This design comes from an exercise in tuning for small area, a short achievable clock period and few clock cycles per item on the open sky130 flow, not from production work.
At most, simulation tests tie the RTL to the original design; equivalence was not proved.
Power is estimated from default activity; no workload was simulated.

## solar_load_shift_decision
module solar_load_shift_decision #(
	parameter int HISTORY_DEPTH = slsd_pkg::HISTORY_DEPTH_DEF,
	parameter int RING_TAPS     = slsd_pkg::RING_TAPS_DEF
) (
	input  logic                            clk,
	input  logic                            arst_n,
	input  logic                            wr_en,
	input  logic [slsd_pkg::CFG_IDX_W-1:0]  wr_index,
	input  logic [slsd_pkg::CFG_DATA_W-1:0] wr_data,
	input  logic                            sample_valid,
	output logic                            sample_ready,
	input  logic [slsd_pkg::LOAD_W-1:0]     sample_load_power,
	input  logic [slsd_pkg::SOLAR_W-1:0]    sample_solar_power,
	input  logic [slsd_pkg::DELTA_W-1:0]    sample_solar_energy_delta,
	input  logic [slsd_pkg::HOUR_W-1:0]     sample_hour,
	output logic                            result_valid,
	input  logic                            result_ready,
	output logic                            result_run_loads,
	output logic [slsd_pkg::DEV_W-1:0]      result_plug_count,
	output logic [slsd_pkg::EST_W-1:0]      result_solar_estimate
);
Size in the first run: roughly 11000 cells after synthesis, roughly 110 I/O pins, ~180000 sq um of cells after synthesis.
export LEC_CHECK = 0
export CAP_MARGIN = 20
export CORE_MARGIN = 2
export CORE_UTILIZATION = 55
export SETUP_SLACK_MARGIN = 4.5
export SLEW_MARGIN = 20
export SYNTH_MEMORY_MAX_BITS = 8192
create_clock -name core_clock -period 7.5 [get_ports {clk}]
standard.sh (not shown) runs the stock make flow with config.mk's settings and CLKGATE_MAP_FILE= SYNTH_SCRIPT=/design/flow/synth_recipe.tcl, a recipe that flattens the netlist after the stock synthesis.
==> flow/flow/run.sh <==
#!/bin/bash
# The standard layout (standard.sh, its synthesis unchanged) with these settings changed:
# - the port buffers are sky130_fd_sc_hd__buf_4 instead of the delay buffer buffer_ports picks
#   by itself (every port still gets its own buffer);
# - timing repair may resize cells across footprints;
# - clock tree synthesis clusters up to 25 sinks within 80 um per leaf buffer and inserts no
#   dummy loads (the tree is still one balanced tree from the clock port).
# Every tool's output goes to orfs/logs/ as usual; make's own output goes to flow.log here.
set -euo pipefail
bash standard.sh \
	"BUFFER_PORTS_ARGS=-buffer_cell sky130_fd_sc_hd__buf_4" \
	MATCH_CELL_FOOTPRINT=0 \
	"CTS_ARGS=-sink_clustering_enable -repair_clock_nets -dont_use_dummy_load -sink_clustering_size 25 -sink_clustering_max_diameter 80" \
	finish > flow.log 2>&1
Rerun with:
--- a/flow/design.v
+++ b/flow/design.v
@@ -127,39 +127,42 @@
 	localparam int DD_W   = DW + 1;
 	localparam int DD6_W  = DD_W + 3;                
 	localparam int Z_W    = SUM_W + 4;               
 	localparam int RES_W  = 1 + slsd_pkg::DEV_W + slsd_pkg::EST_W;
 	localparam int DIV_W  = slsd_pkg::DIV_IN_W;
 	localparam int DIVBY  = slsd_pkg::DIV_BY;
 	logic [slsd_pkg::HOUR_W-1:0]  cheap_start_q;
 	logic [slsd_pkg::HOUR_W-1:0]  cheap_end_q;
 	logic [slsd_pkg::SOLAR_W-1:0] threshold_q;
 	logic [slsd_pkg::DEV_W-1:0]   max_devices_q;
+	logic [slsd_pkg::SOLAR_W+1:0] thr3_q;
 	always_ff @(posedge clk or negedge arst_n) begin
 		if (!arst_n) begin
 			cheap_start_q <= slsd_pkg::CHEAP_START_RST;
 			cheap_end_q   <= slsd_pkg::CHEAP_END_RST;
 			threshold_q   <= slsd_pkg::THRESHOLD_RST;
+			thr3_q        <= (slsd_pkg::SOLAR_W + 2)'(slsd_pkg::THRESHOLD_RST) * (slsd_pkg::SOLAR_W + 2)'(3);
 			max_devices_q <= slsd_pkg::MAX_DEVICES_RST;
 		end else if (wr_en) begin
 			case (wr_index)
 				slsd_pkg::REG_CHEAP_START:     cheap_start_q <= wr_data[slsd_pkg::HOUR_W-1:0];
 				slsd_pkg::REG_CHEAP_END:       cheap_end_q   <= wr_data[slsd_pkg::HOUR_W-1:0];
-				slsd_pkg::REG_SOLAR_THRESHOLD: threshold_q   <= wr_data[slsd_pkg::SOLAR_W-1:0];
+				slsd_pkg::REG_SOLAR_THRESHOLD: begin
+					threshold_q <= wr_data[slsd_pkg::SOLAR_W-1:0];
+					thr3_q      <= ((slsd_pkg::SOLAR_W + 2)'(wr_data[slsd_pkg::SOLAR_W-1:0]) << 1) +
+						(slsd_pkg::SOLAR_W + 2)'(wr_data[slsd_pkg::SOLAR_W-1:0]);
+				end
 				slsd_pkg::REG_MAX_DEVICES:     max_devices_q <= wr_data[slsd_pkg::DEV_W-1:0];
 				default: ;
 			endcase
 		end
 	end
-	logic [slsd_pkg::SOLAR_W+1:0] thr3_q;
-	always_ff @(posedge clk)
-		thr3_q <= ((slsd_pkg::SOLAR_W + 2)'(threshold_q) << 1) + (slsd_pkg::SOLAR_W + 2)'(threshold_q);
 	localparam int CAP   = 5;
 	localparam int QD    = CAP - 1;
 	localparam int CNT_W = $clog2(CAP + 1);
 	localparam int QP_W  = $clog2(QD);
 	logic              ready_q;
 	logic              v1_q, v2_q, v3_q;
 	logic [CNT_W-1:0]  cnt_q;
 	logic [PH_W-1:0]   ph_q;
 	logic [TAP_W-1:0]  tap_q;
 	logic [FILL_W-1:0] fill_q;
@@ -371,21 +374,21 @@
 		above2   <= above1;
 		boost2   <= boost1;
 		cheap2   <= cheap1;
 		surplus2 <= surplus1;
 	end
 	logic [S6_W-1:0] s6_q;
 	always_ff @(posedge clk or negedge arst_n) begin
 		if (!arst_n) begin
 			s6_q <= '0;
 		end else begin
-			s6_q <= s6_q + (v2_q ? S6_W'($signed(dd2)) : '0);
+			s6_q <= s6_q + (v2_q ? {{(S6_W-DD6_W){dd2[DD6_W-1]}}, dd2} : '0);
 		end
 	end
 	logic [Z_W-1:0] u2, w2;
 	logic           rise2;
 	always_comb begin
 		logic [Z_W-1:0] x, y, z;
 		x = Z_W'(s6_q);
 		y = ~pc2;
 		z = ~ps2;
 		u2 = x ^ y ^ z;
Total power rose by 11%.
Clock power hardly moves.
Synthesized cell count stays flat.
Via count rose by 0.61%.
Worst setup slack got worse by 0.51 ns.
Testbench counts after the change, summed over its fixed seeds: cycles 9,235, items 9,000.
Only the layout flow was run in the first run of this note; the RTL was not checked for function there.

========
Another version of the RTL of solar_load_shift_decision (not shown whole).
For scale: roughly 11,000 cells after synthesis, ~7,600 flip-flops, ~110 I/O pins.
Settings: LEC_CHECK=0, CAP_MARGIN=20, CORE_MARGIN=2, CORE_UTILIZATION=62, SETUP_SLACK_MARGIN=4.6, SLEW_MARGIN=20, SYNTH_MEMORY_MAX_BITS=8192; clock period 7.5 ns.
Scripts as last shown in full above: flow/flow/run.sh
Testbench counts at the start, summed over its fixed seeds: cycles 9,235, items 9,000.
==> next run, changes <==
--- a/flow/design.v
+++ b/flow/design.v
@@ -283,19 +283,26 @@
 	logic [DIV_W-1:0]  y0;
 	assign y0 = diff0[slsd_pkg::SOLAR_W-1:5];
 	logic [DW-1:0]     delta1;
 	logic [DW+2:0]     old6_1;
 	logic [NDIG-1:0]   bone1, btwo1, bneg1;
 	logic [FILL_W-1:0] fill1;
 	logic [DIV_W-1:0]  y1;
 	logic              above1, boost1, cheap1, surplus1;
+	always_ff @(posedge clk or negedge arst_n) begin
+		if (!arst_n) begin
+			delta1 <= '0;
+			old6_1 <= '0;
+		end else begin
+			delta1 <= accept ? dsat0 : '0;
+			old6_1 <= (accept && full) ? ((DW+3)'(old_pre_q) << 2) + ((DW+3)'(old_pre_q) << 1) : '0;
+		end
+	end
 	always_ff @(posedge clk) begin
-		delta1   <= accept ? dsat0 : '0;
-		old6_1   <= (accept && full) ? ((DW+3)'(old_pre_q) << 2) + ((DW+3)'(old_pre_q) << 1) : '0;
 		bone1    <= bone0;
 		btwo1    <= btwo0;
 		bneg1    <= bneg0;
 		fill1    <= fill_q;
 		y1       <= y0;
 		above1   <= above0;
 		boost1   <= boost0;
 		cheap1   <= cheap0;
@@ -361,32 +368,33 @@
 	logic [FILL_W+2:0] fill6_2;
 	logic              few2;
 	logic [10:0]       rem2;
 	logic [3:0]        q2;
 	logic              above2, boost2, cheap2, surplus2;
 	always_ff @(posedge clk) begin
 		pc2      <= pc1;
 		ps2      <= ps1;
-		dd2      <= dd1;
 		fill6_2  <= (FILL_W+3)'(fill1) * (FILL_W+3)'(6);
 		few2     <= fill1 < FILL_W'(slsd_pkg::MIN_FILL);
 		rem2     <= rem1;
 		q2       <= q1;
 		above2   <= above1;
 		boost2   <= boost1;
 		cheap2   <= cheap1;
 		surplus2 <= surplus1;
 	end
 	logic [S6_W-1:0] s6_q;
 	always_ff @(posedge clk or negedge arst_n) begin
 		if (!arst_n) begin
+			dd2  <= '0;
 			s6_q <= '0;
 		end else begin
-			s6_q <= s6_q + (v2_q ? {{(S6_W-DD6_W){dd2[DD6_W-1]}}, dd2} : '0);
+			dd2  <= dd1;
+			s6_q <= s6_q + {{(S6_W-DD6_W){dd2[DD6_W-1]}}, dd2};
 		end
 	end
 	logic [Z_W-1:0] u2, w2;
 	logic           rise2;
 	always_comb begin
 		logic [Z_W-1:0] x, y, z;
 		x = Z_W'(s6_q);
 		y = ~pc2;
The changed run finished clean.
Worst setup slack is worse by 180 ps.
Flip-flop and latch count stays the same.
Clock power hardly moves.
Maximum frequency is lower by 5.5%.
Critical path depth is higher by 4.
Design area barely changes.
Clock-buffer cell count is lower by 2.
Via count is lower by 0.94%.
Routed wire length is higher by 5.8%.
Non-clock buffer count is higher by 33.
Area after synthesis is about the same.
Sequential power is lower by about 2%.
Testbench counts after the change, summed over its fixed seeds: cycles 9,235, items 9,000.

==> separate check: timing with driven ports <==
No port has a modelled driver above. Below, the same layouts with a new extraction and two added sets of constraints. Step 1: set_driving_cell puts a clkbuf_16 on clk and a buf_2 on each other input, an assumption about the parent block. Step 2 adds t to the input delays and takes it off the output delays; t is the mean of the earliest and latest rising clock arrival at the registers after step 1. Input paths then give back, and output paths get back, about the clock's delay inside the block. a / b / c = ideal ports / drivers / drivers and shift; a / b = the first two.
| run | shift t [ns] | setup slack, ns | worst setup path at the end | worst slew at a driven data input, ns |
|---|---|---|---|---|
| the first run of note 1 | 0.970 | 4.470 / 4.441 / 3.601 | input to register | 0.21 |
| the second run of note 1 | 0.968 | 3.962 / 3.962 / 3.459 | input to register | 0.11 |
| the first run of note 2 | 0.978 | 4.345 / 4.345 / 3.665 | input to register | 0.10 |
| the second run of note 2 | 0.961 | 4.163 / 4.163 / 3.643 | input to register | 0.10 |
After both steps setup and hold are still met in every run listed. For the first run of note 1, which loses most, drivers alone change the setup slack by -0.029 ns; drivers and shift together by -0.869 ns.
